Background: an optimization exercise with open tools, aiming at small area. Do not read the settings as production practice.
Only simulation tests tie the RTL to the original design; equivalence was not proved.
Power is estimated from default activity; no workload was simulated.

### flow/flow/run.sh
#!/bin/bash
# The standard layout (standard.sh, with the standard flow's synthesis and config), with
# two changes: ports are buffered with the smallest buffer, and the clock tree
# uses larger sink clusters and no dummy loads.
set -euo pipefail
export BUFFER_PORTS_ARGS="-buffer_cell sky130_fd_sc_hd__buf_1"
export CTS_ARGS="-sink_clustering_enable -repair_clock_nets -dont_use_dummy_load -sink_clustering_size 25 -sink_clustering_max_diameter 80"
bash standard.sh finish > standard.log 2>&1
### flow/standard.sh
#!/bin/bash
# synth_recipe.tcl (not shown) runs the flow's synth.tcl, then flattens the netlist and writes it again
# the make line also repeats each setting of config.mk as NAME=value (left out here)
make -C /OpenROAD-flow-scripts/flow DESIGN_CONFIG=/design/flow/config.mk WORK_HOME=/design/flow/orfs CLKGATE_MAP_FILE= SYNTH_SCRIPT=/design/flow/synth_recipe.tcl "${@:-finish}"
### flow/design.v
package calc_cmd_pkg;
   typedef enum logic [4-1:0] {
      OP_NONE = 0,
      OP_ADD  = 1,
      OP_SUB  = 2,
      OP_SHL  = 5,
      OP_SHR  = 6
   } opcode_e;
   typedef logic [2-1:0] req_tag_t;
   typedef logic [32-1:0] operand_t;
   typedef logic [2+2-1:0] out_tag_t;
endpackage
package prio_queue_pkg;
   typedef logic [2-1:0] port_id_t;
   typedef logic [(1 + 2 + 2 + 2 * 32)-1:0] queue_entry_t;
   typedef logic [$clog2(16+1)-1:0] queue_count_t;
   typedef logic [4-1:0] port_req_t;
endpackage
`timescale 1ns/1ps
module port_decode (
   input  logic                  c_clk,
   input  logic                  rst_n,
   input  calc_cmd_pkg::opcode_e cmd,
   input  calc_cmd_pkg::req_tag_t tag,
   output logic                  add_req,
   output logic                  shift_req,
   output logic                  invalid_op,
   output calc_cmd_pkg::req_tag_t invalid_tag
);
   logic is_invalid;
   assign add_req    = (cmd == calc_cmd_pkg::OP_ADD) || (cmd == calc_cmd_pkg::OP_SUB);
   assign shift_req  = (cmd == calc_cmd_pkg::OP_SHL) || (cmd == calc_cmd_pkg::OP_SHR);
   assign is_invalid = (cmd != calc_cmd_pkg::OP_NONE) && !add_req && !shift_req;
   always_ff @(posedge c_clk) begin
      invalid_op  <= rst_n && is_invalid;
      invalid_tag <= tag;
   end
endmodule
`timescale 1ns/1ps
module issue_queue #(
   parameter int DEPTH = 16
) (
   input  logic                         c_clk,
   input  logic                         rst_n,
   input  prio_queue_pkg::port_req_t    req,
   input  prio_queue_pkg::queue_entry_t [4-1:0] entry,
   output prio_queue_pkg::queue_entry_t head,
   output logic                         head_vld
);
   localparam int NP = 4;
   localparam int W  = (1 + 2 + 2 + 2 * 32);
   localparam int DW = W - 2;
   prio_queue_pkg::queue_entry_t slot     [DEPTH];
   prio_queue_pkg::queue_entry_t slot_nxt [DEPTH];
   prio_queue_pkg::queue_entry_t lane     [NP];
   logic [DEPTH-1:0]             occ;        
   logic [DEPTH-1:0]             keep;       
   logic [DEPTH-1:0]             occ_nxt;
   logic [DEPTH-1:0]             wr;
   logic [NP:0]                  num;        
   logic [NP-1:0]                base_mod;   
   logic [1:0]                   lane_of [NP];
   assign keep = {1'b0, occ[DEPTH-1:1]};
   always_comb begin
      base_mod = '0;
      for (int j = 0; j <= DEPTH; j++) begin
         if ((j == 0 || keep[(j == 0) ? 0 : j - 1]) && (j == DEPTH || !keep[(j == DEPTH) ? 0 : j])) begin
            base_mod[j % NP] = 1'b1;
         end
      end
   end
   always_comb begin
      logic [1:0]  at;
      logic [NP:0] cnt;
      at  = {base_mod[3] | base_mod[2], base_mod[3] | base_mod[1]};
      cnt = '0;
      cnt[0] = 1'b1;
      for (int p = 0; p < NP; p++) begin
         lane_of[p] = at;
         if (req[p]) begin
            at  = at + 2'd1;
            cnt = {cnt[NP-1:0], 1'b0};
         end
      end
      num = cnt;
   end
   for (genvar l = 0; l < NP; l++) begin : g_lane
      logic [NP-1:0]           sel;
      logic [NP*DW-1:0]        data;
      logic [DW-1:0]           pick;
      logic [2-1:0] port;
      for (genvar p = 0; p < NP; p++) begin : g_sel
         assign sel[p]            = req[p] && lane_of[p] == l;
         assign data[p*DW +: DW] = {entry[p][W-1], entry[p][W-2-2:0]};
      end
      for (genvar b = 0; b < 2; b++) begin : g_port
         always_comb begin
            port[b] = 1'b0;
            for (int p = 0; p < NP; p++) begin
               if ((p >> b) % 2 == 1) port[b] = port[b] | sel[p];
            end
         end
      end
      queue_lane #(.INV(l % 2 == 0), .LW(DW)) u_lane (
         .sel   (sel),
         .entry (data),
         .lane  (pick)
      );
      assign lane[l] = {pick[DW-1], (l % 2 == 0) ? ~port : port, pick[DW-2:0]};
   end
   always_comb begin
      for (int i = 0; i < DEPTH; i++) begin
         occ_nxt[i] = 1'b0;
         for (int k = 0; k <= NP; k++) begin
            if (num[k] && (i < k || keep[(i < k) ? 0 : i - k])) occ_nxt[i] = 1'b1;
         end
      end
      wr = occ_nxt & ~keep;
   end
   always_comb begin
      for (int i = 0; i < DEPTH - 2; i++) begin
         slot_nxt[i] = ~(({W{wr[i]}} | slot[i + 1]) & ({W{keep[i]}} | lane[i % NP]));
      end
      slot_nxt[DEPTH - 2] = ~(({W{wr[DEPTH - 2]}} | ~slot[DEPTH - 1]) & ({W{keep[DEPTH - 2]}} | lane[(DEPTH - 2) % NP]));
      slot_nxt[DEPTH - 1] = lane[(DEPTH - 1) % NP];
   end
   always_ff @(posedge c_clk) begin
      for (int i = 0; i < DEPTH; i++) begin
         slot[i] <= slot_nxt[i];
      end
   end
   always_ff @(posedge c_clk) begin
      if (!rst_n) begin
         occ <= '0;
      end else begin
         occ <= occ_nxt;
      end
   end
   assign head     = slot[0];
   assign head_vld = occ[0];
endmodule
module queue_lane #(
   parameter bit INV = 1'b0,
   parameter int LW  = 1
) (
   input  logic [4-1:0]         sel,
   input  logic [4*LW-1:0]      entry,
   output logic [LW-1:0]                      lane
);
   logic [LW-1:0] half_n [2];
   for (genvar h = 0; h < 2; h++) begin : g_half
      lane_half #(.LW(LW)) u_half (
         .sel_n  (~sel[2*h +: 2]),
         .entry0 (entry[2*h*LW +: LW]),
         .entry1 (entry[(2*h + 1)*LW +: LW]),
         .pick_n (half_n[h])
      );
   end
   assign lane = INV ? (half_n[0] | half_n[1]) : ~(half_n[0] | half_n[1]);
endmodule
module lane_half #(
   parameter int LW = 1
) (
   input  logic [1:0]    sel_n,
   input  logic [LW-1:0] entry0,
   input  logic [LW-1:0] entry1,
   output logic [LW-1:0] pick_n
);
   assign pick_n = ~(({LW{sel_n[0]}} | entry0) & ({LW{sel_n[1]}} | entry1));
endmodule
`timescale 1ns/1ps
module prio_dispatch (
   input  logic                   c_clk,
   input  logic                   rst_n,
   input  logic [4-1:0] hold1_cmd,
   input  logic [4-1:0] hold2_cmd,
   input  logic [4-1:0] hold3_cmd,
   input  logic [4-1:0] hold4_cmd,
   input  calc_cmd_pkg::req_tag_t hold1_tag,
   input  calc_cmd_pkg::req_tag_t hold2_tag,
   input  calc_cmd_pkg::req_tag_t hold3_tag,
   input  calc_cmd_pkg::req_tag_t hold4_tag,
   input  calc_cmd_pkg::operand_t hold1_data1,
   input  calc_cmd_pkg::operand_t hold2_data1,
   input  calc_cmd_pkg::operand_t hold3_data1,
   input  calc_cmd_pkg::operand_t hold4_data1,
   input  calc_cmd_pkg::operand_t hold1_data2,
   input  calc_cmd_pkg::operand_t hold2_data2,
   input  calc_cmd_pkg::operand_t hold3_data2,
   input  calc_cmd_pkg::operand_t hold4_data2,
   output calc_cmd_pkg::opcode_e  prio_adder_cmd,
   output calc_cmd_pkg::out_tag_t prio_adder_tag,
   output calc_cmd_pkg::operand_t prio_adder_data1,
   output calc_cmd_pkg::operand_t prio_adder_data2,
   output logic                   prio_adder_out_vld,
   output calc_cmd_pkg::opcode_e  prio_shift_cmd,
   output calc_cmd_pkg::out_tag_t prio_shift_tag,
   output calc_cmd_pkg::operand_t prio_shift_data1,
   output calc_cmd_pkg::operand_t prio_shift_data2,
   output logic                   prio_shift_out_vld,
   output logic                   port1_invalid_op,
   output logic                   port2_invalid_op,
   output logic                   port3_invalid_op,
   output logic                   port4_invalid_op,
   output calc_cmd_pkg::req_tag_t port1_invalid_tag,
   output calc_cmd_pkg::req_tag_t port2_invalid_tag,
   output calc_cmd_pkg::req_tag_t port3_invalid_tag,
   output calc_cmd_pkg::req_tag_t port4_invalid_tag
);
   logic [4-1:0] hold_cmd [4];
   calc_cmd_pkg::req_tag_t               hold_tag [4];
   calc_cmd_pkg::operand_t               hold_d1  [4];
   calc_cmd_pkg::operand_t               hold_d2  [4];
   prio_queue_pkg::port_req_t              add_req;
   prio_queue_pkg::port_req_t              shift_req;
   prio_queue_pkg::port_req_t              invalid_op;
   calc_cmd_pkg::req_tag_t               invalid_tag [4];
   prio_queue_pkg::queue_entry_t [4-1:0] entry;
   prio_queue_pkg::queue_entry_t           add_head;
   prio_queue_pkg::queue_entry_t           shift_head;
   assign hold_cmd[0] = hold1_cmd;
   assign hold_cmd[1] = hold2_cmd;
   assign hold_cmd[2] = hold3_cmd;
   assign hold_cmd[3] = hold4_cmd;
   assign hold_tag[0] = hold1_tag;
   assign hold_tag[1] = hold2_tag;
   assign hold_tag[2] = hold3_tag;
   assign hold_tag[3] = hold4_tag;
   assign hold_d1[0]  = hold1_data1;
   assign hold_d1[1]  = hold2_data1;
   assign hold_d1[2]  = hold3_data1;
   assign hold_d1[3]  = hold4_data1;
   assign hold_d2[0]  = hold1_data2;
   assign hold_d2[1]  = hold2_data2;
   assign hold_d2[2]  = hold3_data2;
   assign hold_d2[3]  = hold4_data2;
   for (genvar i = 0; i < 4; i++) begin : g_port
      port_decode u_decode (
         .c_clk       (c_clk),
         .rst_n       (rst_n),
         .cmd         (calc_cmd_pkg::opcode_e'(hold_cmd[i])),
         .tag         (hold_tag[i]),
         .add_req     (add_req[i]),
         .shift_req   (shift_req[i]),
         .invalid_op  (invalid_op[i]),
         .invalid_tag (invalid_tag[i])
      );
      assign entry[i] = {hold_cmd[i][1], calc_cmd_pkg::out_tag_t'({prio_queue_pkg::port_id_t'(i), hold_tag[i]}),
                         hold_d1[i], hold_d2[i]};
   end
   issue_queue #(.DEPTH(16)) u_add_queue (
      .c_clk    (c_clk),
      .rst_n    (rst_n),
      .req      (add_req),
      .entry    (entry),
      .head     (add_head),
      .head_vld (prio_adder_out_vld)
   );
   issue_queue #(.DEPTH(16)) u_shift_queue (
      .c_clk    (c_clk),
      .rst_n    (rst_n),
      .req      (shift_req),
      .entry    (entry),
      .head     (shift_head),
      .head_vld (prio_shift_out_vld)
   );
   assign prio_adder_cmd = calc_cmd_pkg::opcode_e'({2'b00, add_head[(1 + 2 + 2 + 2 * 32)-1], ~add_head[(1 + 2 + 2 + 2 * 32)-1]});
   assign {prio_adder_tag, prio_adder_data1, prio_adder_data2} = add_head[(1 + 2 + 2 + 2 * 32)-2:0];
   assign prio_shift_cmd = calc_cmd_pkg::opcode_e'({2'b01, shift_head[(1 + 2 + 2 + 2 * 32)-1], ~shift_head[(1 + 2 + 2 + 2 * 32)-1]});
   assign {prio_shift_tag, prio_shift_data1, prio_shift_data2} = shift_head[(1 + 2 + 2 + 2 * 32)-2:0];
   assign {port4_invalid_op, port3_invalid_op, port2_invalid_op, port1_invalid_op} = invalid_op;
   assign port1_invalid_tag = invalid_tag[0];
   assign port2_invalid_tag = invalid_tag[1];
   assign port3_invalid_tag = invalid_tag[2];
   assign port4_invalid_tag = invalid_tag[3];
endmodule
### flow/constraint.sdc
create_clock -name core_clock -period 6.0 [get_ports {c_clk}]
set_input_delay 1.2000 -clock core_clock [delete_from_list [all_inputs] [get_ports {c_clk}]]
set_output_delay 1.2000 -clock core_clock [all_outputs]
set_load 0.01 [all_outputs]
### flow/config.mk
export PLATFORM = sky130hd
export DESIGN_NAME = prio_dispatch
export DESIGN_NICKNAME = prio_dispatch
export VERILOG_FILES = /design/flow/design.v
export SDC_FILE = /design/flow/constraint.sdc
export NUM_CORES = 4
export LEC_CHECK = 0
export CAP_MARGIN = 5
export CELL_PAD_IN_SITES_DETAIL_PLACEMENT = 1
export CELL_PAD_IN_SITES_GLOBAL_PLACEMENT = 2
export CORE_MARGIN = 2
export CORE_UTILIZATION = 30
export PLACE_DENSITY = 0.45
export SLEW_MARGIN = 5
export SYNTH_HIERARCHICAL = 1
==> impl_metrics.csv, run 1 <==
group,metric,value,unit
synthesis,synthTopCellsByArea,"dfxtp_1 60%, o22ai_1 25%, or2_1 2.2%",
detailed_routing,vias,67740,
floorplan,rows,183,
floorplan,die_h,503.4,µm
synthesis,synth-compound-area-share,28.34,%
cells_and_area,design_area,84490,µm²
synthesis,ys_seq_elements,2252,
floorplan,core,248400,µm²
worst_setup_path,critPathMaxFanout,29,
sta,fin_crit_sh,91.39,%
clock_tree,cts_hold_buf,0,
status,status,"no timing/DRC/antenna violations",
synthesis,synthAdderAreaFrac,0.4682,%
worst_hold_path,hp-class,"register to register",
clock_tree,cts_buffers,140,
worst_setup_path,rr_worst_depth,18,
place,dp_hpwl,249800,µm
sta,finalSetupViolCount,0,
detailed_routing,wire_per_inst,40.53,µm
detailed_routing,drt_wl_total,435800,µm
worst_hold_path,worstHoldEndpoint,"u_add_queue.slot[9][67]",
worst_setup_path,start_kind,"register",
synthesis,synthMostInstantiatedCell,"o22ai_1",
global_routing,gr-usage-met2,54.25,%
clock_tree,cts.sinks,2252,
floorplan,die_area,253400,µm²
worst_setup_path,cp_cell_sequence,"nor2b_4, or4_4, or4b_2, ha_1, o22ai_1, inv_1, ha_1, nand2_1, o21ai_0, ha_1, a21oi_1, o41ai_2, nor2_1, inv_4, buf_4, o22ai_1, nor2_1, o22ai_1",
worst_setup_path,crit_start,"u_add_queue.occ[11]",
sta,worst_pin_slew,1.184,ns
sta,worst_clock_skew,0.08007,ns
global_routing,grt_busiest_layer,"met2",
synthesis,async_reset_ff_share,0,%
clock_tree,cts_resized,0,
sta,setup_tns,0,ns
cells_and_area,syn_to_final_growth,12.91,%
detailed_routing,ant_nets,0,
synthesis,synth.area.mux_share,0.08026,%
clock_tree,root_buffer,"clkbuf_16",
synthesis,ys_types,57,
worst_setup_path,cp_data_required_time,6.66,ns
global_routing,use_met3,4.978,%
synthesis,yosys.area.top_type_share,60.25,%
synthesis,yosysTopAreaCell,"dfxtp_1",
synthesis,synth-edff-count,0,
worst_setup_path,max_stage_delay,0.71,ns
worst_setup_path,rr_startpoint,"u_add_queue.occ[11]",
clock_tree,cts_setup_buffers,0,
cells_and_area,drive_gt1_share,7.222,%
synthesis,ys_top_cells_by_count,"3,018 x o22ai_1, 2,252 x dfxtp_1, 444 x clkbuf_1",
detailed_routing,drc,0,
detailed_routing,firstDrtPassIters,6,
worst_setup_path,cp_data_arrival_time,6.14,ns
synthesis,synth-main-ff-cell,"dfxtp_1",
sta,timing.fmax,182.4,MHz
worst_setup_path,setup.worst_path.end_class,"register",
cells_and_area,final_util,34.01,%
floorplan,die_w,503.4,µm
worst_setup_path,cpMaxStageDelayCell,"or4b_2",
worst_hold_path,worstHoldPathCells,1,
place,gp_congestion,0.8121,
global_routing,grt_remaining_overflow,0,
sta,maxSlewHeadroom,21.07,%
place,place_area,80950,µm²
global_routing,grt_pass1_vias,68216,
clock_tree,path_clk_slew,0.09,ns
place,io_buffers,435,
synthesis,ys_seq_area_share,60.25,%
synthesis,yosysWarnings,26,
floorplan,io-pin-count,440,
detailed_routing,viasPerCell,6.300,
cells_and_area,fill_cells,27369,
cells_and_area,multi_input_area,26190,µm²
clock_tree,cts_tree,"done",
pwr,power.density,343.8,nW/µm²
sta,final-hold-violation-count,0,
pwr,p_leak,30.33,nW
floorplan,start_util,30.12,%
synthesis,synth_area,74830,µm²
worst_setup_path,reg2reg_to,"u_add_queue.slot[9][53]",
synthesis,synthSimpleGateAreaFrac,5.488,%
global_routing,grt_max_degree,79,
clock_tree,clock_latency,0.84,ns
synthesis,synth_cells,7296,
pwr,ir_worst_vdd,0.2498,mV
global_routing,grt_usage,33.16,%
worst_setup_path,worstSetupPathType,"register to register",
global_routing,use_met1,44.24,%
global_routing,grt_pass1_wl,587900,µm
worst_setup_path,cp_top_family,"simple AND/OR/NAND/NOR gates",
clock_tree,clockBufferDepth,3,
global_routing,antenna_found_initial,28,
synthesis,synth_xor_xnor_area_share,0.2274,%
job,max-cap-violations,0,
cells_and_area,final_nets,7720,
worst_setup_path,cp_num_cells,18,
detailed_routing,drt_iter0_markers,6658,
sta,slew_viol_final,0,
synthesis,synth_area_per_cell,10.26,µm²
worst_setup_path,crit_buf_inv,3,
sta,post-route-min-period,5.483,ns
worst_hold_path,hold_path_startpoint,"u_add_queue.slot[10][67]",
synthesis,synth_top_family_by_area,"compound AO/OA/AOI/OAI gates",
clock_tree,htree_num_levels,4,
cells_and_area,seqCellArea,45200,µm²
worst_setup_path,rrSetupSlack,0.52,ns
sta,rsz0062_at_grt,"no",
## stage by stage
stage / total power, mW / setup slack (ns) / instances / hold slack (ns)
after global placement: 19.89 / 0.5889 / 10598 / 0.3891
after global routing: 29.95 / 0.2266 / 10741 / 0.3627
after detailed placement: 19.92 / 0.5500 / 10598 / 0.3958
final: 29.05 / 0.5166 / 10752 / 0.3573
after floorplan: 18.02 / 1.156 / 7298 / 0.3881
after CTS: 29.16 / 0.5446 / 10738 / 0.3544
## worst max path at each step
stage	end
6_report	u_add_queue.slot[9][53]
5_1_grt	u_shift_queue.slot[7][41]
4_1_cts	u_add_queue.slot[13][56]
3_5_place_dp	u_add_queue.slot[13][56]
3_3_place_gp	u_shift_queue.slot[11][40]
2_1_floorplan	u_shift_queue.slot[10][56]
## registers in the layout (all words and copies together), names as in the netlist
register and flops:
u_shift_queue.occ 16, g_port.u_decode.invalid_op 4, u_add_queue.slot 1104, g_port.u_decode.invalid_tag 8, u_add_queue.occ 16, u_shift_queue.slot 1104
## Yosys stat by module, one instance, submodules excluded, excerpt
| module | flip-flops and latches | times used | cell area (µm²) |
|---|---|---|---|
| port_decode | 3 | 4 | 102.6 |
| prio_dispatch | 0 | 1 | 45.04 |
## where the power goes
| group | internal (mW) | switching [mW] | leakage [nW] |
|---|---|---|---|
| registers | 15.8 | 0.321 | 18.3 |
| clock network | 4.15 | 5.23 | 1.73 |
| logic | 1.01 | 2.58 | 10.3 |
| total | 20.9 | 8.13 | 30.3 |
## worst register-to-register path, cell delays in order (launching register included)
cell and delay, ns:
dfxtp_4 0.47, nor2b_4 0.17, or4_4 0.52, or4b_2 0.71
ha_1 0.34, o22ai_1 0.23, inv_1 0.10, ha_1 0.31
nand2_1 0.07, o21ai_0 0.15, ha_1 0.32, a21oi_1 0.09
o41ai_2 0.10, nor2_1 0.14, inv_4 0.60, buf_4 0.33
o22ai_1 0.11, nor2_1 0.43, o22ai_1 0.16
## area by class of cell
type / count / area share (%)
Multi-Input combinational cell: 4248 / 31.00
Clock buffer: 140 / 4.146
Inverter: 68 / 0.3969
Antenna cell: 14 / 0.04146
Timing Repair Buffer: 700 / 5.990
Sequential cell: 2252 / 53.49
Tap cell: 3330 / 4.931
## layout by cell type, fill, tap and decap left out, types with 10 or more instances in the layout
cell	count
nor2b_1	14
nor2_1	294
and2_1	20
buf_4	150
buf_1	435
inv_4	32
dfxtp_4	30
buf_12	115
inv_1	36
diode_2	14
nand2_1	186
clkbuf_16	140
a22o_1	10
a21boi_0	16
o21ai_0	152
xnor2_1	12
dfxtp_1	2222
nor2_4	16
a22oi_1	28
or2_1	268
o22ai_1	3018
a221o_1	10
a221oi_1	10
a21oi_1	32
ha_1	28
## layer usage
metal | vias up | wire length (µm)
li1 | 28182 | -
met1 | 35603 | 190400
met2 | 3182 | 202500
met3 | 749 | 27160
met4 | 24 | 15570
met5 | - | 143
## logic make-up (layout without fill, tap and decap cells)
kind of cell    Yosys count  in the layout
compound gates         3346           3346
flops                  2252           2252
simple gates            848            848
buf+inv                 798            908
fa+ha+maj                28             28
xor+xnor                 16             16
mux                       6              6
other cells               2             18
==> run 2, diff against run 1 <==
==> flow/config.mk (replaced) <==
export PLATFORM = sky130hd
export DESIGN_NAME = prio_dispatch
export DESIGN_NICKNAME = prio_dispatch
export VERILOG_FILES = /design/flow/design.v
export SDC_FILE = /design/flow/constraint.sdc
export NUM_CORES = 4
export LEC_CHECK = 0
export CAP_MARGIN = 20
export CELL_PAD_IN_SITES_DETAIL_PLACEMENT = 1
export CELL_PAD_IN_SITES_GLOBAL_PLACEMENT = 2
export CORE_MARGIN = 2
export CORE_UTILIZATION = 60
export PLACE_DENSITY = 0.68
export SLEW_MARGIN = 20
export SYNTH_HIERARCHICAL = 1
==> impl_metrics.csv, run 2 <==
group,metric,value,unit
synthesis,yosysTopAreaCell,"dfxtp_1",
status,error_line,"[ERROR GPL-0301] Utilization 102.027 % exceeds 100%.",
status,haltStage,"global placement without I/O",
synthesis,synthTopCellsByArea,"dfxtp_1 60%, o22ai_1 25%, or2_1 2.2%",
synthesis,synth-compound-area-share,28.34,%
synthesis,ys_types,57,
synthesis,synth-main-ff-cell,"dfxtp_1",
synthesis,synth_xor_xnor_area_share,0.2274,%
synthesis,ys_seq_area_share,60.25,%
synthesis,synth_area,74830,µm²
synthesis,synth_cells,7296,
synthesis,ys_seq_elements,2252,
synthesis,async_reset_ff_share,0,%
synthesis,synthSimpleGateAreaFrac,5.488,%
floorplan,die_h,357.1,µm
synthesis,synthMostInstantiatedCell,"o22ai_1",
synthesis,yosys.area.top_type_share,60.25,%
synthesis,synthAdderAreaFrac,0.4682,%
synthesis,synth_top_family_by_area,"compound AO/OA/AOI/OAI gates",
synthesis,ys_top_cells_by_count,"3,018 x o22ai_1, 2,252 x dfxtp_1, 444 x clkbuf_1",
synthesis,yosysWarnings,26,
synthesis,synth-edff-count,0,
floorplan,rows,129,
synthesis,synth.area.mux_share,0.08026,%
status,status,"aborted with a tool error",
floorplan,die_w,357.1,µm
synthesis,synth_area_per_cell,10.26,µm²
floorplan,start_util,60.44,%
[run 2: cell counts after synthesis]
No cell type changed its count.
[run 2: per-module statistics from Yosys, one instance, submodules excluded, a selection]
module | flops+latches | times used | cells
prio_dispatch | 0 | 1 | 8
port_decode | 3 | 4 | 9
[run 2: logic make-up after synthesis]
family,after synthesis
other,2
AO/OA/AOI/OAI,3346
XOR/XNOR,16
buffers and inverters,798
adder cells (fa/ha/maj),28
flip-flops,2252
AND/OR/NAND/NOR,848
multiplexers,6
==> run 3, diff against run 2 <==
--- a/flow/config.mk
+++ b/flow/config.mk
@@ -9,7 +9,7 @@
 export CELL_PAD_IN_SITES_DETAIL_PLACEMENT = 1
 export CELL_PAD_IN_SITES_GLOBAL_PLACEMENT = 2
 export CORE_MARGIN = 2
-export CORE_UTILIZATION = 60
-export PLACE_DENSITY = 0.68
+export CORE_UTILIZATION = 45
+export PLACE_DENSITY = 0.55
 export SLEW_MARGIN = 20
 export SYNTH_HIERARCHICAL = 1
==> impl_metrics.csv, run 3 <==
group,metric,value,unit
cells_and_area,final_util,49.55,%
clock_tree,cts_buffers,118,
synthesis,ys_top_cells_by_count,"3,018 x o22ai_1, 2,252 x dfxtp_1, 444 x clkbuf_1",
worst_setup_path,cp_data_required_time,6.62,ns
synthesis,synthMostInstantiatedCell,"o22ai_1",
status,status,"no timing/DRC/antenna violations",
detailed_routing,vias,70236,
sta,slew_viol_final,0,
synthesis,async_reset_ff_share,0,%
job,max-cap-violations,0,
global_routing,grt_remaining_overflow,0,
pwr,p_clk_share,30.1,%
detailed_routing,ant_nets,0,
sta,timing.fmax,186.1,MHz
cells_and_area,layout_commonest_cell,"o22ai_1",
synthesis,synth_area_per_cell,10.26,µm²
global_routing,grt_usage,42.58,%
sta,worst_clock_skew,0.07355,ns
worst_setup_path,cp_data_arrival_time,5.99,ns
clock_tree,path_clk_slew,0.10,ns
floorplan,die_w,411.8,µm
floorplan,rows,149,
clock_tree,cts.sinks,2252,
sta,rsz0062_at_grt,"no",
sta,worst_pin_slew,1.151,ns
detailed_routing,firstDrtPassIters,8,
synthesis,synth-main-ff-cell,"dfxtp_1",
detailed_routing,wire_per_inst,39.60,µm
synthesis,ys_seq_area_share,60.25,%
clock_tree,root_buffer,"clkbuf_16",
sta,setup_tns,0,ns
place,dp_hpwl,215500,µm
clock_tree,cts_resized,0,
synthesis,synth_cells,7296,
global_routing,antenna_found_initial,17,
pwr,p_int,20.21,mW
pwr,pwr-share-comb,12.2,%
clock_tree,clockBufferDepth,3,
place,gp_congestion,0.8747,
pwr,power.share.sequential,57.7,%
detailed_routing,viasPerCell,7.355,
worst_setup_path,worstSetupPathType,"register to register",
synthesis,synth_area,74830,µm²
synthesis,ys_types,57,
clock_tree,cts_setup_buffers,0,
clock_tree,cts_hold_buf,0,
cells_and_area,syn_to_final_growth,9.247,%
detailed_routing,drt_iter0_markers,10469,
place,io_buffers,435,
pwr,p_switching,7.672,mW
global_routing,grt_pass1_wl,521700,µm
sta,finalSetupViolCount,0,
synthesis,yosys.area.top_type_share,60.25,%
pwr,total_power,27.88,mW
cells_and_area,final_nets,7663,
detailed_routing,drc,0,
sta,final-hold-violation-count,0,
floorplan,die_h,411.8,µm
cells_and_area,final_cell_mix,"3,018 x o22ai_1, 2,222 x dfxtp_1, 435 x buf_1",
floorplan,die_area,169600,µm²
synthesis,synth-edff-count,0,
global_routing,grt_max_degree,70,
worst_setup_path,start_kind,"register",
sta,fin_crit_sh,89.56,%
clock_tree,clock_latency,0.79,ns
cells_and_area,largest_registers,"u_add_queue.slot: 1104 flops, u_shift_queue.slot: 1104 flops",
sta,maxSlewHeadroom,22.46,%
floorplan,core,165000,µm²
floorplan,start_util,45.35,%
global_routing,grt_pass1_vias,68981,
pwr,ir_worst_vdd,0.2448,mV
worst_hold_path,hp-class,"register to register",
detailed_routing,drt_wl_total,378100,µm
clock_tree,cts_tree,"done",
synthesis,yosysWarnings,26,
synthesis,ys_seq_elements,2252,
cells_and_area,drive_gt1_share,6.503,%
sta,post-route-min-period,5.374,ns
worst_setup_path,critPathMaxFanout,38,
clock_tree,htree_num_levels,3,
pwr,p_leak,29.75,nW
sta,hold-worst-slack,0.3640,ns
pwr,power.density,341.1,nW/µm²
synthesis,yosysTopAreaCell,"dfxtp_1",
floorplan,io-pin-count,440,
synthesis,synthTopCellsByArea,"dfxtp_1 60%, o22ai_1 25%, or2_1 2.2%",
worst_setup_path,setup.worst_path.end_class,"register",
pwr,switching_share,27.52,%
run 3: layout make-up:
class,count,area [µm²]
Sequential cell,2252,45200
Tap cell,2189,2739
Antenna cell,9,22.52
Clock buffer,118,2953
Fill cell,17910,83240
Inverter,68,295.3
Multi-Input combinational cell,4248,26190
Timing Repair Buffer,665,4348
run 3: metrics by stage:
| step | cell area, µm² | setup slack [ns] | cells |
|---|---|---|---|
| 2_1_floorplan | 74830 | 1.156 | 7298 |
| 3_3_place_gp | 78750 | 0.8186 | 9421 |
| 3_5_place_dp | 78750 | 0.7171 | 9421 |
| 4_1_cts | 81700 | 0.7368 | 9539 |
| 5_1_grt | 81740 | 0.3750 | 9545 |
| 6_report | 81750 | 0.6262 | 9549 |
run 3: modules after synthesis, one instance, submodules excluded, excerpt:
| module | flops+latches | copies in the design | cell area [µm²] | cells |
|---|---|---|---|---|
| port_decode | 3 | 4 | 102.6 | 9 |
| prio_dispatch | 0 | 1 | 45.04 | 8 |
run 3: metal layers:
metal | GRT usage, % | vias up | routed length [µm] | part of all wire, %
met5 | 0 | - | 58 | 0.015
met4 | 22.88 | 12 | 21950 | 5.8
met3 | 9.352 | 1149 | 41880 | 11
met2 | 63.09 | 5295 | 160400 | 42
met1 | 57.78 | 35740 | 153900 | 41
li1 | - | 28040 | - | -
run 3: worst max-delay path, cell delays in order (launching register included):
cell and delay [ns]:
dfxtp_4 0.35, nor2b_1 0.12, or4_4 0.55, or4b_2 0.71
ha_1 0.34, o22ai_1 0.35, inv_1 0.11, ha_1 0.32
nand2_1 0.07, o21ai_0 0.16, ha_1 0.34, a21oi_1 0.09
o41ai_2 0.21, nor2_1 0.15, clkinv_2 0.14, buf_12 0.27
o22ai_1 0.12, nor2_1 0.55, o22ai_1 0.17
run 3: power groups by stage:
| stage | sequential, mW | clock (mW) | combinational [mW] |
|---|---|---|---|
| CTS | 16.1 | 8.40 | 3.24 |
| floorplan | 16.3 | 0 | 1.70 |
| detailed placement | 16.4 | 0 | 3.23 |
| finish | 16.1 | 8.39 | 3.40 |
| global placement | 16.4 | 0 | 3.18 |
| global route | 16.1 | 8.92 | 3.48 |
run 3: logic make-up after synthesis:
kind of cell    count (synthesis)  synth area share, %
fa+ha+maj                      28               0.4682
simple gates                  848                5.488
compound gates               3346                28.34
xor+xnor                       16               0.2274
mux                             6              0.08027
other cells                     2              0.01004
flops                        2252                60.25
buf+inv                       798                5.133
run 3: worst paths after layout:
kind                         startpoint                         end  slack [ns]  depth (start not counted)
max                u_shift_queue.occ[7]   u_shift_queue.slot[1][31]        0.63                         18
min          u_shift_queue.slot[13][56]  u_shift_queue.slot[12][56]        0.36                          1
max reg2reg        u_shift_queue.occ[7]   u_shift_queue.slot[1][31]        0.63                         18
min reg2reg  u_shift_queue.slot[13][56]  u_shift_queue.slot[12][56]        0.36                          1
==> run 4, diff against run 3 <==
==> flow/flow/run.sh (replaced) <==
#!/bin/bash
# The standard layout (standard.sh, with the standard flow's synthesis and config), with
# two changes: ports are buffered with the smallest buffer, and the clock tree
# uses smaller leaf buffers, larger sink clusters and no dummy loads.
set -euo pipefail
export BUFFER_PORTS_ARGS="-buffer_cell sky130_fd_sc_hd__buf_1"
export CTS_ARGS="-sink_clustering_enable -repair_clock_nets -dont_use_dummy_load -sink_clustering_size 16 -sink_clustering_max_diameter 50 -buf_list sky130_fd_sc_hd__clkbuf_8 -root_buf sky130_fd_sc_hd__clkbuf_16"
bash standard.sh finish > standard.log 2>&1
==> impl_metrics.csv, run 4 <==
group,metric,value,unit
status,status,"no timing/DRC/antenna violations",
clock_tree,clockBufferDepth,3,
sta,timing.fmax,184.6,MHz
detailed_routing,drc,0,
worst_hold_path,worstHoldPathCells,1,
worst_setup_path,cp_data_required_time,6.65,ns
global_routing,antenna_found_initial,16,
floorplan,core,165000,µm²
floorplan,die_w,411.8,µm
synthesis,ys_types,57,
worst_hold_path,worstHoldEndpoint,"u_add_queue.slot[13][4]",
global_routing,grt_usage,42.74,%
place,io_buffers,435,
sta,worst_clock_skew,0.08818,ns
cells_and_area,final_cell_mix,"3,018 x o22ai_1, 2,222 x dfxtp_1, 435 x buf_1",
synthesis,synth-main-ff-cell,"dfxtp_1",
synthesis,synth-edff-count,0,
sta,rsz0062_at_grt,"no",
detailed_routing,wire_per_inst,39.27,µm
synthesis,synthTopCellsByArea,"dfxtp_1 60%, o22ai_1 25%, or2_1 2.2%",
worst_hold_path,hold_path_startpoint,"u_add_queue.slot[14][4]",
floorplan,die_h,411.8,µm
cells_and_area,largest_registers,"u_add_queue.slot: 1104 flops, u_shift_queue.slot: 1104 flops",
clock_tree,cts.sinks,2252,
clock_tree,htree_num_levels,4,
pwr,ir_worst_vdd,0.2765,mV
detailed_routing,viasPerCell,7.300,
detailed_routing,drt_wl_total,378300,µm
synthesis,synth_cells,7296,
synthesis,async_reset_ff_share,0,%
floorplan,rows,149,
cells_and_area,syn_to_final_growth,8.956,%
synthesis,synth_area_per_cell,10.26,µm²
clock_tree,root_buffer,"clkbuf_16",
job,max-cap-violations,0,
worst_setup_path,rrSetupSlack,0.58,ns
synthesis,yosysWarnings,26,
synthesis,synthMostInstantiatedCell,"o22ai_1",
floorplan,io-pin-count,440,
cells_and_area,final_nets,7742,
global_routing,grt_pass1_wl,522300,µm
pwr,power.density,336.0,nW/µm²
detailed_routing,firstDrtPassIters,6,
worst_setup_path,reg2reg_to,"u_add_queue.slot[8][47]",
clock_tree,clock_latency,0.87,ns
detailed_routing,drt_iter0_markers,10742,
cells_and_area,fill_cells,18011,
cells_and_area,layout_commonest_cell,"o22ai_1",
clock_tree,cts_tree,"done",
sta,finalSetupViolCount,0,
worst_setup_path,worstSetupPathType,"register to register",
place,dp_hpwl,215500,µm
pwr,total_power,27.39,mW
synthesis,synth_area,74830,µm²
sta,worst_pin_slew,1.181,ns
sta,maxSlewHeadroom,21.27,%
detailed_routing,ant_nets,0,
global_routing,grt_pass1_vias,69294,
floorplan,die_area,169600,µm²
clock_tree,cts_hold_buf,0,
floorplan,start_util,45.35,%
place,gp_congestion,0.8747,
worst_hold_path,hp-class,"register to register",
worst_setup_path,cp_data_arrival_time,6.07,ns
synthesis,ys_seq_area_share,60.25,%
synthesis,ys_top_cells_by_count,"3,018 x o22ai_1, 2,252 x dfxtp_1, 444 x clkbuf_1",
pwr,p_leak,29.71,nW
synthesis,yosysTopAreaCell,"dfxtp_1",
cells_and_area,drive_gt1_share,7.497,%
clock_tree,cts_resized,0,
clock_tree,cts_buffers,197,
synthesis,yosys.area.top_type_share,60.25,%
worst_setup_path,rr_worst_depth,18,
global_routing,grt_max_degree,70,
sta,final-hold-violation-count,0,
worst_setup_path,crit_start,"u_add_queue.occ[7]",
clock_tree,path_clk_slew,0.10,ns
detailed_routing,vias,70324,
global_routing,grt_remaining_overflow,0,
clock_tree,cts_setup_buffers,0,
sta,post-route-min-period,5.418,ns
synthesis,ys_seq_elements,2252,
worst_setup_path,setup.worst_path.end_class,"register",
sta,setup_tns,0,ns
sta,slew_viol_final,0,
worst_setup_path,start_kind,"register",
sta,fin_crit_sh,90.30,%
worst_setup_path,rr_startpoint,"u_add_queue.occ[7]",
cells_and_area,final_util,49.41,%
worst_setup_path,critPathMaxFanout,41,
[run 4: changes by cell type in the layout (fill, tap and decap cells not counted), sizes merged]
cell	previous run	this run
diode	9	14
clkbuf	118	197
[run 4: per-layer routing]
metal	track usage, %	routed length, µm	vias up
li1	-	-	28148
met1	57.80	152900	35687
met2	63.14	160800	5272
met3	9.982	43040	1203
met4	22.87	21480	14
met5	0	73	-
[run 4: logic make-up (layout without fill, tap and decap cells)]
family	count (synthesis)	after routing	share of synthesized area, %
muxes	6	6	0.08027
other	2	18	0.01004
AOI/OAI and AO/OA	3346	3346	28.34
and+or+nand+nor	848	848	5.488
adders and majority gates	28	28	0.4682
buffers and inverters	798	930	5.133
xor gates and xnor gates	16	16	0.2274
DFF	2252	2252	60.25
[run 4: worst max-delay path by stage]
| stage | to | slack [ns] |
|---|---|---|
| 4_1_cts | u_shift_queue.slot[0][36] | 0.72 |
| 3_5_place_dp | u_shift_queue.slot[1][31] | 0.72 |
| 2_1_floorplan | u_shift_queue.slot[10][56] | 1.16 |
| 5_1_grt | u_shift_queue.slot[0][36] | 0.37 |
| 3_3_place_gp | u_add_queue.slot[0][54] | 0.82 |
| 6_report | u_add_queue.slot[8][47] | 0.58 |
[run 4: layout make-up]
type	count	area (µm²)	area share [%]
timing repair buffer	665	4348	5.333
inverter	68	295.3	0.3622
sequential	2252	45200	55.44
clock buffer	197	2723	3.339
antenna	14	35.03	0.04297
multi-input combinational	4248	26190	32.13
tap	2189	2739	3.359
[run 4: stage by stage]
stage	cells	setup WS, ns	area (µm²)	hold slack (ns)
CTS	9618	0.7211	81470	0.3354
detailed placement	9421	0.7171	78750	0.3955
global route	9624	0.3726	81510	0.3451
global placement	9421	0.8186	78750	0.3888
floorplan	7298	1.156	74830	0.3881
finish	9633	0.5817	81530	0.3568
[run 4: Yosys stat by module, one instance, submodules excluded, a selection]
module,times used,cells,cell area [µm²]
port_decode,4,9,102.6
prio_dispatch,1,8,45.04
[run 4: worst max-delay path, stage by stage, from the launching register on]
cell      delay, ns
dfxtp_4        0.35
buf_4          0.59
nand2b_1       0.21
or4b_2         0.65
ha_1           0.35
o22ai_1        0.24
inv_1          0.11
ha_1           0.31
nand2_1        0.07
o21ai_0        0.15
inv_1          0.12
ha_1           0.15
and2_1         0.21
clkinv_2       0.42
buf_12         0.37
buf_12         0.22
o22ai_1        0.23
or2_1          0.29
o22ai_1        0.13
[run 4: power by group]
part           internal, mW  switching [mW]  total (mW)
sequential             15.8           0.339        16.1
clock                  2.93            4.97        7.91
combinational         0.974            2.42        3.39
==> run 5, diff against run 4 <==
--- a/flow/design.v
+++ b/flow/design.v
@@ -59,7 +59,7 @@
    logic [DEPTH-1:0]             wr;
    logic [NP:0]                  num;        
    logic [NP-1:0]                base_mod;   
-   logic [1:0]                   lane_of [NP];
+   logic [NP-1:0]                lane_of [NP];   
    assign keep = {1'b0, occ[DEPTH-1:1]};
    always_comb begin
       base_mod = '0;
@@ -70,15 +70,15 @@
       end
    end
    always_comb begin
-      logic [1:0]  at;
-      logic [NP:0] cnt;
-      at  = {base_mod[3] | base_mod[2], base_mod[3] | base_mod[1]};
+      logic [NP-1:0] at;
+      logic [NP:0]   cnt;
+      at  = base_mod;
       cnt = '0;
       cnt[0] = 1'b1;
       for (int p = 0; p < NP; p++) begin
          lane_of[p] = at;
          if (req[p]) begin
-            at  = at + 2'd1;
+            at  = {at[NP-2:0], at[NP-1]};
             cnt = {cnt[NP-1:0], 1'b0};
          end
       end
@@ -90,7 +90,7 @@
       logic [DW-1:0]           pick;
       logic [2-1:0] port;
       for (genvar p = 0; p < NP; p++) begin : g_sel
-         assign sel[p]            = req[p] && lane_of[p] == l;
+         assign sel[p]            = req[p] && lane_of[p][l];
          assign data[p*DW +: DW] = {entry[p][W-1], entry[p][W-2-2:0]};
       end
       for (genvar b = 0; b < 2; b++) begin : g_port
==> impl_metrics.csv, run 5 <==
group,metric,value,unit
worst_setup_path,rrSetupSlack,1.44,ns
sta,setup_tns,0,ns
detailed_routing,drc,0,
cells_and_area,final_nets,7474,
clock_tree,clock_latency,0.85,ns
sta,timing.fmax,219.2,MHz
worst_setup_path,crit_buf_inv,5,
sta,maxSlewHeadroom,18.61,%
global_routing,gr-usage-met2,64.63,%
global_routing,antenna_found_initial,32,
clock_tree,cts_resized,0,
synthesis,yosys.area.top_type_share,60.39,%
worst_hold_path,worstHoldEndpoint,"u_add_queue.slot[0][23]",
cells_and_area,syn_to_final_growth,7.925,%
sta,worst_clock_skew,0.06129,ns
sta,final-hold-violation-count,0,
clock_tree,cts_tree,"done",
worst_setup_path,max_stage_delay,0.56,ns
sta,worst_pin_slew,1.221,ns
place,dp.cells,9181,
sta,rsz0062_at_grt,"no",
synthesis,synth_area,74660,µm²
global_routing,grt_remaining_overflow,0,
clock_tree,cts_setup_buffers,0,
worst_setup_path,start_kind,"input port",
worst_hold_path,worstHoldPathCells,1,
detailed_routing,ant_nets,0,
synthesis,ys_seq_elements,2252,
synthesis,synth_cells,7082,
cells_and_area,final_util,48.89,%
sta,post-route-min-period,4.562,ns
worst_setup_path,worstSetupPathType,"input port to register",
clock_tree,path_clk_slew,0.09,ns
status,status,"no timing/DRC/antenna violations",
worst_setup_path,crit_start,"hold2_cmd[1]",
sta,slew_viol_final,0,
floorplan,io-pin-count,440,
place,io_buffers,435,
worst_setup_path,cpMaxStageDelayCell,"buf_4",
floorplan,die_area,169200,µm²
clock_tree,cts_hold_buf,0,
detailed_routing,viasPerCell,7.512,
pwr,p_leak,29.00,nW
clock_tree,htree_num_levels,4,
global_routing,grt_usage,44.32,%
worst_setup_path,cp_data_arrival_time,5.27,ns
detailed_routing,vias,70596,
floorplan,rows,149,
worst_hold_path,hold_path_startpoint,"u_add_queue.slot[1][23]",
global_routing,use_met1,59.50,%
detailed_routing,firstDrtPassIters,8,
pwr,power.density,318.8,nW/µm²
sta,fin_crit_sh,76.04,%
synthesis,synth-edff-count,0,
detailed_routing,drt_wl_total,391400,µm
detailed_routing,wire_per_inst,41.65,µm
cells_and_area,fin_cells,9398,
clock_tree,clockBufferDepth,3,
cells_and_area,largest_registers,"u_add_queue.slot: 1104 flops, u_shift_queue.slot: 1104 flops",
pwr,ir_worst_vdd,0.2951,mV
cells_and_area,seqCellArea,45200,µm²
synthesis,synth_area_per_cell,10.54,µm²
synthesis,synth-main-ff-cell,"dfxtp_1",
floorplan,start_util,45.30,%
worst_setup_path,reg2reg_to,"u_shift_queue.slot[0][58]",
synthesis,async_reset_ff_share,0,%
synthesis,synthMostInstantiatedCell,"o22ai_1",
detailed_routing,drt_iter0_markers,10586,
floorplan,core,164800,µm²
worst_setup_path,cp_top_family,"buffers and inverters",
worst_setup_path,rr_worst_depth,10,
synthesis,ys_seq_area_share,60.39,%
cells_and_area,multi_input_area,25940,µm²
worst_setup_path,crit_top_cell,"buf_4",
place,gp_congestion,0.8752,
floorplan,die_h,411.3,µm
cells_and_area,fill_cells,17943,
clock_tree,cts.sinks,2252,
synthesis,yosysWarnings,26,
global_routing,use_met3,12.09,%
global_routing,grt_pass1_vias,69185,
synthesis,synthTopCellsByArea,"dfxtp_1 60%, o22ai_1 25%, or2_1 2.2%",
global_routing,grt_pass1_wl,536100,µm
clock_tree,cts_buffers,194,
synthesis,ys_top_cells_by_count,"2,938 x o22ai_1, 2,252 x dfxtp_1, 378 x clkbuf_1",
sta,finalSetupViolCount,0,
place,dp_hpwl,213100,µm
cells_and_area,drive_gt1_share,7.668,%
cells_and_area,final_cell_mix,"2,938 x o22ai_1, 2,222 x dfxtp_1, 435 x buf_1",
worst_setup_path,cp_data_required_time,6.70,ns
job,max-cap-violations,0,
worst_setup_path,critPathMaxFanout,20,
synthesis,yosysTopAreaCell,"dfxtp_1",
clock_tree,root_buffer,"clkbuf_16",
worst_setup_path,cp_cell_sequence,"buf_1, buf_4, xnor2_1, nor3b_1, buf_4, xor2_1, nor2b_1, nor3_1, o21a_1, clkinv_2, buf_4, o22ai_1, or2_1, o22ai_1",
synthesis,ys_types,59,
global_routing,grt_busiest_layer,"met2",
worst_setup_path,rr_startpoint,"u_shift_queue.occ[12]",
worst_hold_path,hp-class,"register to register",
floorplan,die_w,411.3,µm
worst_setup_path,setup.worst_path.end_class,"register",
global_routing,grt_max_degree,70,
cells_and_area,layout_commonest_cell,"o22ai_1",
[run 5: changes by cell type in the layout (fill, tap and decap cells not counted), moves of 24 or more]
cell | before | now
nand2_1 | 186 | 38
o2bb2ai_1 | 0 | 138
o22ai_2 | 0 | 64
o22ai_1 | 3018 | 2938
ha_1 | 28 | 4
o21ai_0 | 152 | 12
[run 5: kinds of logic after synthesis]
family	count (synthesis)	synth area share (%)
flip-flops	2252	60.39
buffers and inverters	764	5.222
other	2	0.01006
adder cells (fa/ha/maj)	4	0.06704
multiplexers	4	0.05363
AO/OA/AOI/OAI	3342	29.34
XOR/XNOR	8	0.09384
AND/OR/NAND/NOR	706	4.830
[run 5: where the power goes]
part | internal [mW] | total (mW) | leakage [nW] | switching (mW)
clock | 2.89 | 7.90 | 1.40 | 5.01
sequential | 15.4 | 15.6 | 18.3 | 0.212
combinational | 0.587 | 2.15 | 9.31 | 1.56
total | 18.9 | 25.7 | 29.0 | 6.79
[run 5: worst max-delay path by stage]
stage,depth (start not counted),endpoint
6_report,14,u_shift_queue.slot[0][58]
5_1_grt,14,u_shift_queue.slot[0][58]
2_1_floorplan,13,u_shift_queue.slot[8][56]
3_3_place_gp,13,u_shift_queue.slot[0][58]
3_5_place_dp,14,u_shift_queue.slot[0][58]
4_1_cts,14,u_shift_queue.slot[0][58]
[run 5: Yosys stat by module, one instance, submodules excluded, excerpt]
module	cells inside	copies in the design	flip-flops and latches	cell area (µm²)
port_decode	9	4	3	102.6
prio_dispatch	8	1	0	45.04
[run 5: cell type report]
class	count	area share, %
repair buffers	620	4.620
flip-flops and latches	2252	56.09
inverters	52	0.2919
clock buffers	194	3.328
multi-input cells	4068	32.20
diodes	23	0.07143
well taps	2189	3.399
[run 5: per-stage QoR]
stage / worst slack [ns] / power [mW] / hold slack (ns) / instance area [µm²]
after floorplan: 2.010 / 16.92 / 0.3881 / 74670
after global placement: 0.5295 / 17.98 / 0.3890 / 77830
after detailed placement: 0.6854 / 18.01 / 0.3956 / 77840
after CTS: 1.555 / 25.56 / 0.3454 / 80520
after global routing: 1.379 / 26.32 / 0.3673 / 80550
final: 1.438 / 25.69 / 0.3621 / 80580
[run 5: metal layers]
metal	routed length (µm)	part of all wire, %
met2	166000	42
met1	156100	40
met3	46920	12
met4	22380	5.7
met5	88	0.022
==> run 6, diff against run 5 <==
==> flow/config.mk (replaced) <==
export PLATFORM = sky130hd
export DESIGN_NAME = prio_dispatch
export DESIGN_NICKNAME = prio_dispatch
export VERILOG_FILES = /design/flow/design.v
export SDC_FILE = /design/flow/constraint.sdc
export NUM_CORES = 4
export LEC_CHECK = 0
export CAP_MARGIN = 20
export CELL_PAD_IN_SITES_DETAIL_PLACEMENT = 0
export CELL_PAD_IN_SITES_GLOBAL_PLACEMENT = 0
export CORE_MARGIN = 2
export CORE_UTILIZATION = 60
export PLACE_DENSITY = 0.72
export SLEW_MARGIN = 20
export SYNTH_HIERARCHICAL = 1
==> impl_metrics.csv, run 6 <==
group,metric,value,unit
status,status,"no timing/DRC/antenna violations",
global_routing,antenna_found_initial,32,
detailed_routing,drt_wl_total,327400,µm
pwr,p_leak,28.81,nW
clock_tree,cts.sinks,2252,
clock_tree,path_clk_slew,0.10,ns
cells_and_area,final_nets,7459,
clock_tree,clockBufferDepth,3,
place,dp.cells,8631,
clock_tree,cts_buffers,177,
synthesis,ys_seq_area_share,60.39,%
sta,timing.fmax,217.1,MHz
synthesis,async_reset_ff_share,0,%
global_routing,grt_max_degree,66,
synthesis,ys_types,59,
synthesis,synthMostInstantiatedCell,"o22ai_1",
pwr,switching_share,25.61,%
sta,rsz0062_at_grt,"no",
cells_and_area,final_cell_mix,"2,938 x o22ai_1, 2,222 x dfxtp_1, 435 x buf_1",
cells_and_area,syn_to_final_growth,6.494,%
global_routing,grt_remaining_overflow,0,
place,io_buffers,435,
detailed_routing,wire_per_inst,37.05,µm
worst_setup_path,cpMaxStageDelayCell,"nor3_1",
worst_setup_path,start_kind,"input port",
worst_setup_path,cp_data_arrival_time,5.31,ns
pwr,p_int,18.67,mW
worst_setup_path,critPathMaxFanout,29,
synthesis,synth_cells,7082,
floorplan,die_area,127300,µm²
worst_setup_path,setup.worst_path.end_class,"register",
worst_hold_path,hp-class,"register to register",
detailed_routing,ant_nets,0,
pwr,p_clk_share,29.5,%
floorplan,rows,129,
sta,worst_pin_slew,1.268,ns
synthesis,synth-edff-count,0,
pwr,ir_worst_vdd,0.2988,mV
detailed_routing,drc,0,
clock_tree,cts_resized,0,
worst_setup_path,cp_data_required_time,6.71,ns
detailed_routing,drt_iter0_markers,15395,
cells_and_area,largest_registers,"u_add_queue.slot: 1104 flops, u_shift_queue.slot: 1104 flops",
clock_tree,root_buffer,"clkbuf_16",
worst_setup_path,cp_cell_sequence,"buf_1, xnor2_1, nor3_1, buf_4, xor2_1, nor2b_1, nor3_1, o21a_1, clkinv_2, buf_4, o22ai_1, or2_1, o22ai_1",
clock_tree,htree_num_levels,4,
clock_tree,cts_hold_buf,0,
clock_tree,cts_tree,"done",
pwr,power.share.sequential,62.3,%
detailed_routing,vias,71114,
sta,hold-worst-slack,0.3052,ns
cells_and_area,layout_commonest_cell,"o22ai_1",
worst_setup_path,worstSetupPathType,"input port to register",
sta,setup_tns,0,ns
synthesis,yosysTopAreaCell,"dfxtp_1",
synthesis,synth-main-ff-cell,"dfxtp_1",
cells_and_area,fin_cells,8837,
global_routing,grt_pass1_vias,66983,
floorplan,io-pin-count,440,
floorplan,die_h,356.8,µm
sta,worst_clock_skew,0.1160,ns
cells_and_area,fill_cells,9997,
sta,post-route-min-period,4.605,ns
sta,slew_viol_final,0,
synthesis,ys_top_cells_by_count,"2,938 x o22ai_1, 2,252 x dfxtp_1, 378 x clkbuf_1",
synthesis,yosysWarnings,26,
synthesis,synthTopCellsByArea,"dfxtp_1 60%, o22ai_1 25%, or2_1 2.2%",
sta,final-hold-violation-count,0,
place,dp_hpwl,185000,µm
worst_setup_path,max_stage_delay,0.68,ns
global_routing,grt_usage,49.00,%
sta,maxSlewHeadroom,15.44,%
global_routing,grt_pass1_wl,457100,µm
floorplan,die_w,356.8,µm
pwr,power.density,315.6,nW/µm²
sta,fin_crit_sh,76.76,%
detailed_routing,viasPerCell,8.047,
cells_and_area,drive_gt1_share,7.461,%
pwr,p_switching,6.427,mW
synthesis,yosys.area.top_type_share,60.39,%
floorplan,core,123600,µm²
pwr,pwr-share-comb,8.2,%
synthesis,synth_area,74660,µm²
clock_tree,cts_setup_buffers,0,
detailed_routing,firstDrtPassIters,13,
floorplan,start_util,60.39,%
clock_tree,clock_latency,0.85,ns
job,max-cap-violations,0,
sta,finalSetupViolCount,0,
synthesis,synth_area_per_cell,10.54,µm²
place,gp_congestion,0.9872,
synthesis,ys_seq_elements,2252,
## run 6: cell counts after synthesis
No cell type changed its count.
## run 6: critical path, delay by kind of cell
kind	cells	cell delay, ns
AND/OR/NAND/NOR	4	1.54
buffers and inverters	4	1.42
AO/OA/AOI/OAI	3	0.62
XOR/XNOR	2	0.45
## run 6: power by group through the flow
stage                     Combinational, mW  Sequential [mW]  Clock, mW
after floorplan                       0.986             15.9          0
after CTS                              1.93             15.6       7.29
final                                  2.07             15.6       7.40
after detailed placement               1.92             16.0          0
after global routing                   2.09             15.7       7.86
after global placement                 1.88             15.9          0
## run 6: layer usage
metal	track usage, %	wire [µm]	up-vias
met5	1.556	260	-
met3	19.89	54750	2208
met4	36.63	28370	20
li1	-	-	27611
met2	68.16	131800	7846
met1	60.64	112300	33429
## run 6: kinds of logic after synthesis
group	share of synthesized area (%)
DFF	60.39
other	0.01006
muxes	0.05363
adders and majority gates	0.06704
xor gates and xnor gates	0.09384
buffers and inverters	5.222
and+or+nand+nor	4.830
AOI/OAI and AO/OA	29.34
## run 6: cell type report
type / instances / area (µm²) / share of cell area [%]
inverters: 52 / 235.2 / 0.2959
flip-flops and latches: 2252 / 45200 / 56.84
repair buffers: 622 / 3562 / 4.480
well taps: 1637 / 2048 / 2.576
diodes: 29 / 72.57 / 0.09127
multi-input cells: 4068 / 25950 / 32.63
clock buffers: 177 / 2447 / 3.078
## run 6: worst paths after layout
| check | start | end | slack (ns) | cells after the start |
|---|---|---|---|---|
| worst max-delay path | hold2_cmd[0] | u_add_queue.slot[0][44] | 1.39 | 13 |
| worst max register to register | u_shift_queue.occ[1] | u_shift_queue.slot[6][9] | 1.44 | 11 |
| worst min register to register | u_add_queue.slot[3][68] | u_add_queue.slot[2][68] | 0.31 | 1 |
| worst min-delay path | u_add_queue.slot[3][68] | u_add_queue.slot[2][68] | 0.31 | 1 |
## run 6: stage by stage
stage | worst slack, ns | utilization (%) | power, mW | area [µm²]
after floorplan | 2.010 | - | 16.92 | 74670
final | 1.395 | 64.31 | 25.09 | 79510
after global routing | 1.369 | 64.30 | 25.60 | 79500
after CTS | 1.734 | 64.24 | 24.82 | 79430
after detailed placement | 0.9151 | 62.26 | 17.87 | 76980
after global placement | 0.9227 | 62.26 | 17.83 | 76980
## run 6: Yosys stat by module (local to each module, per instance), a selection
| module | area, µm² | cells inside | flops+latches |
|---|---|---|---|
| prio_dispatch | 45.04 | 8 | 0 |
| port_decode | 102.6 | 9 | 3 |

## what the ideal ports hide
In the flow no input, the clock included, has a driving cell. The finished layouts below were timed again as built, in two steps.
Step 1: set_driving_cell puts a clkbuf_16 on c_clk and a buf_2 on each other input, an assumption about the parent block.
Step 2, shift: input delay + t, output delay - t, t = (earliest + latest rising clock arrival at the registers) / 2. This alone moves slack from input paths to output paths.
Slacks: ideal ports / drivers / drivers and shift; pairs: ideal ports / drivers.
run	t (ns)	setup WS [ns]	hold WS [ns]	cell pins on the clock port's net
run 1	0.895	0.517 / 0.517 / 0.517	0.357 / 0.357 / 0.357	1
run 3	0.843	0.626 / 0.626 / 0.626	0.364 / 0.364 / 0.364	1
run 4	0.913	0.582 / 0.582 / 0.582	0.357 / 0.357 / 0.357	1
run 5	0.920	1.438 / 1.439 / 0.582	0.362 / 0.362 / 0.362	1
run 6	0.869	1.395 / 1.436 / 0.579	0.305 / 0.305 / 0.305	1
After both steps setup and hold are still met in every run listed. For run 5, which loses most, drivers alone change the setup slack by +0.001 ns; drivers and shift together by -0.856 ns.
